Background: an optimization exercise with open tools, aiming at small area, a short achievable clock period and few clock cycles per item. Do not read the settings as production practice.
The RTL was checked by simulation tests, not by an equivalence proof against the original design.
Power figures rest on the tool's default switching activity, not on a simulated workload.

==> flow/design.v <==
package uvsig_pkg;
    function automatic logic [8:0] inc8(input logic [7:0] x);
        logic [8:0] r;
        logic [7:0] lowmask;
        begin
            r[0] = !x[0];
            for (int i = 1; i < 8; i++)
            begin
                lowmask = 8'((9'd1 << i) - 9'd1);
                r[i] = x[i] ^ (&(x | ~lowmask));
            end
            r[8] = &x;
            inc8 = r;
        end
    endfunction
    function automatic logic [15:0] add16_8(input logic [15:0] a, input logic [7:0] b, input logic ci);
        logic [8:0] lo;
        logic [8:0] hi;
        begin
            lo = {1'b0, a[7:0]} + {1'b0, b} + {8'd0, ci};
            hi = inc8(a[15:8]);
            add16_8 = {lo[8] ? hi[7:0] : a[15:8], lo[7:0]};
        end
    endfunction
endpackage
import uvsig_pkg::*;
module uvsig_calc (
    input  logic [15:0] r0,
    input  logic [15:0] r1,
    input  logic [7:0]  col,
    input  logic        a_r1,      
    input  logic        a_oe,      
    input  logic        a_ci,      
    input  logic        b_r0,      
    input  logic        b_r1,      
    input  logic        d_r0,      
    input  logic        d_r1,      
    input  logic        d_oe,      
    input  logic        d_ci,      
    output logic [15:0] first_index,
    output logic [15:0] second_index,
    output logic [15:0] third_index
);
    logic [15:0] a_base, b_base, d_base;
    assign a_base = a_r1 ? r1 : r0;
    assign b_base = (r0 & {16{b_r0}}) | (r1 & {16{b_r1}});
    assign d_base = (r0 & {16{d_r0}}) | (r1 & {16{d_r1}});
    assign first_index  = uvsig_pkg::add16_8(a_base, col & {8{a_oe}}, a_ci);
    assign second_index = uvsig_pkg::add16_8(b_base, col, 1'b0);
    assign third_index  = uvsig_pkg::add16_8(d_base, col & {8{d_oe}}, d_ci);
endmodule
import uvsig_pkg::*;
module uv_sphere_index_generator (
    input  logic         clk,
    input  logic         rst_n,
    input  logic         cfg_write,
    input  logic         cfg_index,
    input  logic [8:0]   cfg_data,
    input  logic         in_valid,
    output logic         in_ready,
    input  logic         restart,
    output logic         out_valid,
    input  logic         out_ready,
    output logic [15:0]  first_index,
    output logic [15:0]  second_index,
    output logic [15:0]  third_index,
    output logic         last_triangle
);
    logic [7:0] vm3, hm1;
    logic       lo3, hi256;
    logic [7:0] cfg_m1;
    logic [8:0] hval;
    assign lo3    = (cfg_data[8:2] == 7'd0);
    assign hi256  = cfg_data[8] && (cfg_data[7:0] != 8'd0);
    assign cfg_m1 = cfg_data[7:0] - 8'd1;
    assign hval   = uvsig_pkg::inc8(hm1);
    always_ff @(posedge clk or negedge rst_n)
    begin
        if (!rst_n)
        begin
            vm3 <= 8'd0;
            hm1 <= 8'd2;
        end
        else if (cfg_write)
        begin
            if (cfg_index)
                hm1 <= lo3 ? 8'd2 : (hi256 ? 8'd255 : cfg_m1);
            else
                vm3 <= lo3 ? 8'd0 : (hi256 ? 8'd253 : cfg_data[7:0] - 8'd3);
        end
    end
    logic       ov, rq_v, sp, stale, busy, rdy;
    logic [3:0] step;
    logic       mb, hz;
    logic        cap, wrp, half, wf;
    logic        c1r;        
    logic [7:0]  band, col;
    logic [15:0] r0, r1;
    logic        a_r1, a_oe, a_ci, b_r0, d_r0, d_oe, d_ci;
    logic [15:0] oa, ob, od;
    logic        ol;
    logic src_v, rs, out_free, emit, wreset;
    assign in_ready = !rq_v;
    assign src_v    = rq_v || in_valid;
    assign rs       = (!rq_v && restart) || sp;
    assign out_free = !ov || out_ready;
    assign wreset   = src_v && rs;
    assign emit     = rdy && out_free && (rq_v || (in_valid && !restart));
    logic [8:0] col_inc, band_inc;
    logic       c1ge, c2ge, cge, band_end, natural, last;
    assign col_inc  = uvsig_pkg::inc8(col);
    assign band_inc = uvsig_pkg::inc8(band);
    assign c1ge     = col_inc >= {1'b0, hm1};
    assign cge      = col >= hm1;
    assign c2ge     = ({1'b0, col} + 9'd2) >= {1'b0, hm1};
    assign band_end = band >= vm3;
    assign natural  = band == vm3;
    assign last     = wrp && half;
    logic       n_cap, n_wrp, n_half, n_wf, n_c1;
    logic [7:0] n_band, n_col;
    logic       n_base0, n_step, n_bad;
    logic       fin, done, start_rc;
    assign fin      = busy && step[3];
    assign done     = fin && (step[0] || !cap);
    assign start_rc = stale && !busy && !sp;
    always_comb
    begin
        n_cap   = cap;
        n_wrp   = wrp;
        n_half  = !half;
        n_wf    = wf;
        n_c1    = c1r;
        n_band  = band;
        n_col   = col;
        n_base0 = 1'b0;
        n_step  = 1'b0;
        n_bad   = 1'b0;
        if (wreset)
        begin
            n_base0 = 1'b1;
            n_cap   = 1'b0;
            n_wrp   = 1'b0;
            n_half  = 1'b0;
            n_wf    = 1'b0;
            n_c1    = 1'b0;
            n_band  = 8'd0;
            n_col   = 8'd0;
        end
        else if (busy)
        begin
            n_half = half;
            n_wf   = wrp || cge;
            n_c1   = wrp || c1ge;
            if (wrp)
                n_col = hm1;
        end
        else if (last)
        begin
            n_base0 = 1'b1;
            n_cap   = 1'b0;
            n_wrp   = 1'b0;
            n_half  = 1'b0;
            n_wf    = 1'b0;
            n_c1    = 1'b0;
            n_band  = 8'd0;
            n_col   = 8'd0;
        end
        else if (half)
        begin
            if (!cap)
            begin
                if (wf)
                begin
                    n_col  = 8'd0;
                    n_wf   = 1'b0;
                    n_c1   = 1'b0;
                    n_step = 1'b1;
                    if (band_end)
                    begin
                        n_band = 8'd0;
                        n_cap  = 1'b1;
                        n_bad  = !natural;
                    end
                    else
                    begin
                        n_band = band_inc[7:0];
                    end
                end
                else
                begin
                    n_col = col_inc[7:0];
                    n_wf  = c1r;
                    n_c1  = c2ge;
                end
            end
            else
            begin
                if (c1r)
                begin
                    n_col = hm1;
                    n_wrp = 1'b1;
                    n_wf  = 1'b1;
                    n_c1  = 1'b1;
                end
                else
                begin
                    n_col = col_inc[7:0];
                    n_wf  = 1'b0;
                    n_c1  = c2ge;
                end
            end
        end
    end
    logic [7:0]  mult;
    logic        horner, add_h;
    logic [15:0] add_a, add_s;
    assign mult   = cap ? vm3 : band;
    assign horner = hz;
    assign add_h  = horner ? mb : 1'b1;
    assign add_a  = horner ? {r1[14:0], 1'b0} : r1;
    assign add_s  = uvsig_pkg::add16_8(add_a, hm1 & {8{add_h}}, add_h);
    logic sp_n, stale_n, busy_n;
    always_comb
    begin
        sp_n    = sp && !wreset;
        stale_n = stale;
        busy_n  = busy;
        if (cfg_write)
        begin
            stale_n = 1'b1;
            busy_n  = 1'b0;
        end
        else if (wreset)
        begin
            stale_n = 1'b0;
            busy_n  = 1'b0;
        end
        else if (emit)
        begin
            if (n_bad)
                stale_n = 1'b1;
        end
        else if (start_rc)
        begin
            busy_n = 1'b1;
        end
        else if (done)
        begin
            busy_n  = 1'b0;
            stale_n = 1'b0;
        end
    end
    always_ff @(posedge clk or negedge rst_n)
    begin
        if (!rst_n)
        begin
            ov    <= 1'b0;
            rq_v  <= 1'b0;
            sp    <= 1'b1;
            stale <= 1'b0;
            busy  <= 1'b0;
            rdy   <= 1'b0;
            hz    <= 1'b0;
            step  <= 4'd0;
        end
        else
        begin
            if (emit)
                ov <= 1'b1;
            else if (out_ready)
                ov <= 1'b0;
            if (rq_v)
                rq_v <= !emit;
            else
                rq_v <= in_valid && !emit;
            sp    <= sp_n;
            stale <= stale_n;
            busy  <= busy_n;
            rdy   <= !sp_n && !stale_n && !busy_n;
            hz <= busy_n && (start_rc || (step[2:0] != 3'd7 && !step[3]));
            if (start_rc)
                step <= 4'd0;
            else if (busy)
                step <= step + 4'd1;
        end
    end
    logic [15:0] t_a, t_b, t_d;
    uvsig_calc u_calc (
        .r0           (r0),
        .r1           (r1),
        .col          (col),
        .a_r1         (a_r1),
        .a_oe         (a_oe),
        .a_ci         (a_ci),
        .b_r0         (b_r0),
        .b_r1         (!cap),
        .d_r0         (d_r0),
        .d_r1         (half),
        .d_oe         (d_oe),
        .d_ci         (d_ci),
        .first_index  (t_a),
        .second_index (t_b),
        .third_index  (t_d)
    );
    always_ff @(posedge clk)
    begin
        if (emit)
        begin
            oa <= t_a;
            ob <= t_b;
            od <= t_d;
            ol <= last;
        end
        if (start_rc)
            mb <= mult[7];
        else
            mb <= mult[3'd6 - step[2:0]];
        if (emit || wreset || done)
        begin
            cap  <= n_cap;
            wrp  <= n_wrp;
            half <= n_half;
            band <= n_band;
            col  <= n_col;
            wf   <= n_wf;
            c1r  <= n_c1;
            a_r1 <= n_cap && !n_half;
            a_oe <= (!n_cap && !n_half) || (!(n_cap && !n_half) && !n_wf);
            a_ci <= n_half && !n_wf;
            b_r0 <= n_cap && n_half;
            d_r0 <= !n_cap && !n_half;
            d_oe <= !n_wf && !(n_cap && n_half);
            d_ci <= (n_cap && n_half) || !n_wf;
        end
        if (emit || wreset)
        begin
            if (n_base0)
            begin
                r0 <= 16'd0;
                r1 <= {7'd0, hval};
            end
            else if (n_step)
            begin
                r0 <= r1;
                r1 <= add_s;
            end
        end
        else if (start_rc)
        begin
            r1 <= 16'd0;
        end
        else if (busy)
        begin
            if (step[3])
                r0 <= r1;
            r1 <= add_s;
        end
    end
    assign out_valid     = ov;
    assign first_index   = oa;
    assign second_index  = ob;
    assign third_index   = od;
    assign last_triangle = ol;
endmodule
Settings: LEC_CHECK=0, ABC_AREA=1, CAP_MARGIN=20, CORE_MARGIN=2, CORE_UTILIZATION=40, CTS_BUF_LIST=sky130_fd_sc_hd__clkbuf_8, PLACE_DENSITY=0.95, SETUP_SLACK_MARGIN=3.2, SLEW_MARGIN=20; clock period 5.5 ns.
standard.sh (not shown) runs the stock make flow with config.mk's settings and CLKGATE_MAP_FILE= SYNTH_SCRIPT=/design/flow/synth_recipe.tcl, a recipe that flattens the netlist after the stock synthesis.
==> flow/flow/run.sh <==
#!/bin/bash
# The standard layout, with two changes: the port buffers are plain buffers
# (sky130_fd_sc_hd__buf_2) rather than the cell buffer_ports picks by itself,
# and synthesis leaves adders to ABC instead of mapping them to full/half
# adder cells first (ADDER_MAP_FILE empty). Registers are unchanged.
set -euo pipefail
bash standard.sh finish "BUFFER_PORTS_ARGS=-buffer_cell sky130_fd_sc_hd__buf_2" "ADDER_MAP_FILE=" > flow_make.log 2>&1
Testbench counts at the start, summed over its fixed seeds: cycles 115,328, items 115,072.
Change:
ABC_AREA = 0   (was 1)
CTS_CLUSTER_SIZE = 30   (was unset)
PLACE_DENSITY = unset   (was 0.95)
The new run passed the timing, DRC and antenna checks.
Final area goes up by 14%.
Routed wire length goes up by 5.2%.
Critical path depth goes up by 3.
Final cell count goes down by 12%.
Fmax goes down by 35%.
Change:
ABC_AREA = 1   (was 0)
CTS_CLUSTER_DIAMETER = 100   (was unset)
CTS_CLUSTER_SIZE = 50   (was 30)
PLACE_DENSITY = 0.85   (was unset)
=> Worst hold slack improves by 78 ps; core utilization went down by 6.2 points; die area went down by 0.31%; via count went up by 6.1%; synthesized area went down by 0.31%; clock power went down by 4.0%; non-clock buffer count went down by 102; global-route usage went down by 1.5 points; synthesized cell count went up by 26%; clock-buffer cell count went down by 1.
Change:
CTS_CLUSTER_DIAMETER = unset   (was 100)
CTS_CLUSTER_SIZE = unset   (was 50)
TNS_END_PERCENT = 20   (was unset)
After rerunning: Routed wire length climbs by 3.7%. Fmax drops by 6.3%. Die area stays the same. First-iteration DRC count drops by 29%.
Change:
SETUP_SLACK_MARGIN = 3.3   (was 3.2)
TNS_END_PERCENT = unset   (was 20)
What happened:
- core utilization goes up by 2.8 points
- routed wire length goes up by 7.6%
- fmax goes up by 4.4%
- clock skew stays flat
- clock-buffer cell count does not change
- total power goes up by 3.1%
- final area goes up by 5.9%
- worst hold slack gets better by 21 ps
- synthesized area does not change

re-timing with driven ports:
In the flow no input, the clock included, has a driving cell. The finished layouts below were timed again as built, in two steps. Step 1 (the two cells are an assumption about what drives the block):
set clk [get_ports {clk}]
set_driving_cell -lib_cell sky130_fd_sc_hd__clkbuf_16 $clk
set_driving_cell -lib_cell sky130_fd_sc_hd__buf_2 [delete_from_list [all_inputs] $clk]
Step 2 moves the port delays by t, midway between the first and last clock arrival at a register: inputs arrive t later, outputs are due t later. That takes back most of the time a late clock gives input paths. Slacks: ideal / step 1 / step 2; pairs: ideal / step 1.
run | t, ns | setup WS [ns] | hold slack, ns | latest minus earliest clock arrival (ns) | worst slew at a driven data input, ns
the first run | 0.495 | 3.199 / 3.199 / 2.787 | 0.568 / 0.568 / 0.568 | 0.020 / 0.020 | 0.03
the second run | 0.490 | 1.941 / 1.941 / 1.941 | 0.500 / 0.500 / 0.500 | 0.016 / 0.016 | 0.03
the third run | 0.510 | 3.292 / 3.251 / 2.834 | 0.577 / 0.577 / 0.577 | 0.025 / 0.025 | 0.04
the fourth run | 0.497 | 3.144 / 3.164 / 2.667 | 0.567 / 0.567 / 0.567 | 0.021 / 0.021 | 0.05
the fifth run | 0.490 | 3.242 / 3.226 / 2.735 | 0.588 / 0.588 / 0.588 | 0.022 / 0.023 | 0.05
After both steps setup and hold are still met in every run listed. For the fifth run, which loses most, drivers alone change the setup slack by -0.016 ns; drivers and shift together by -0.507 ns.
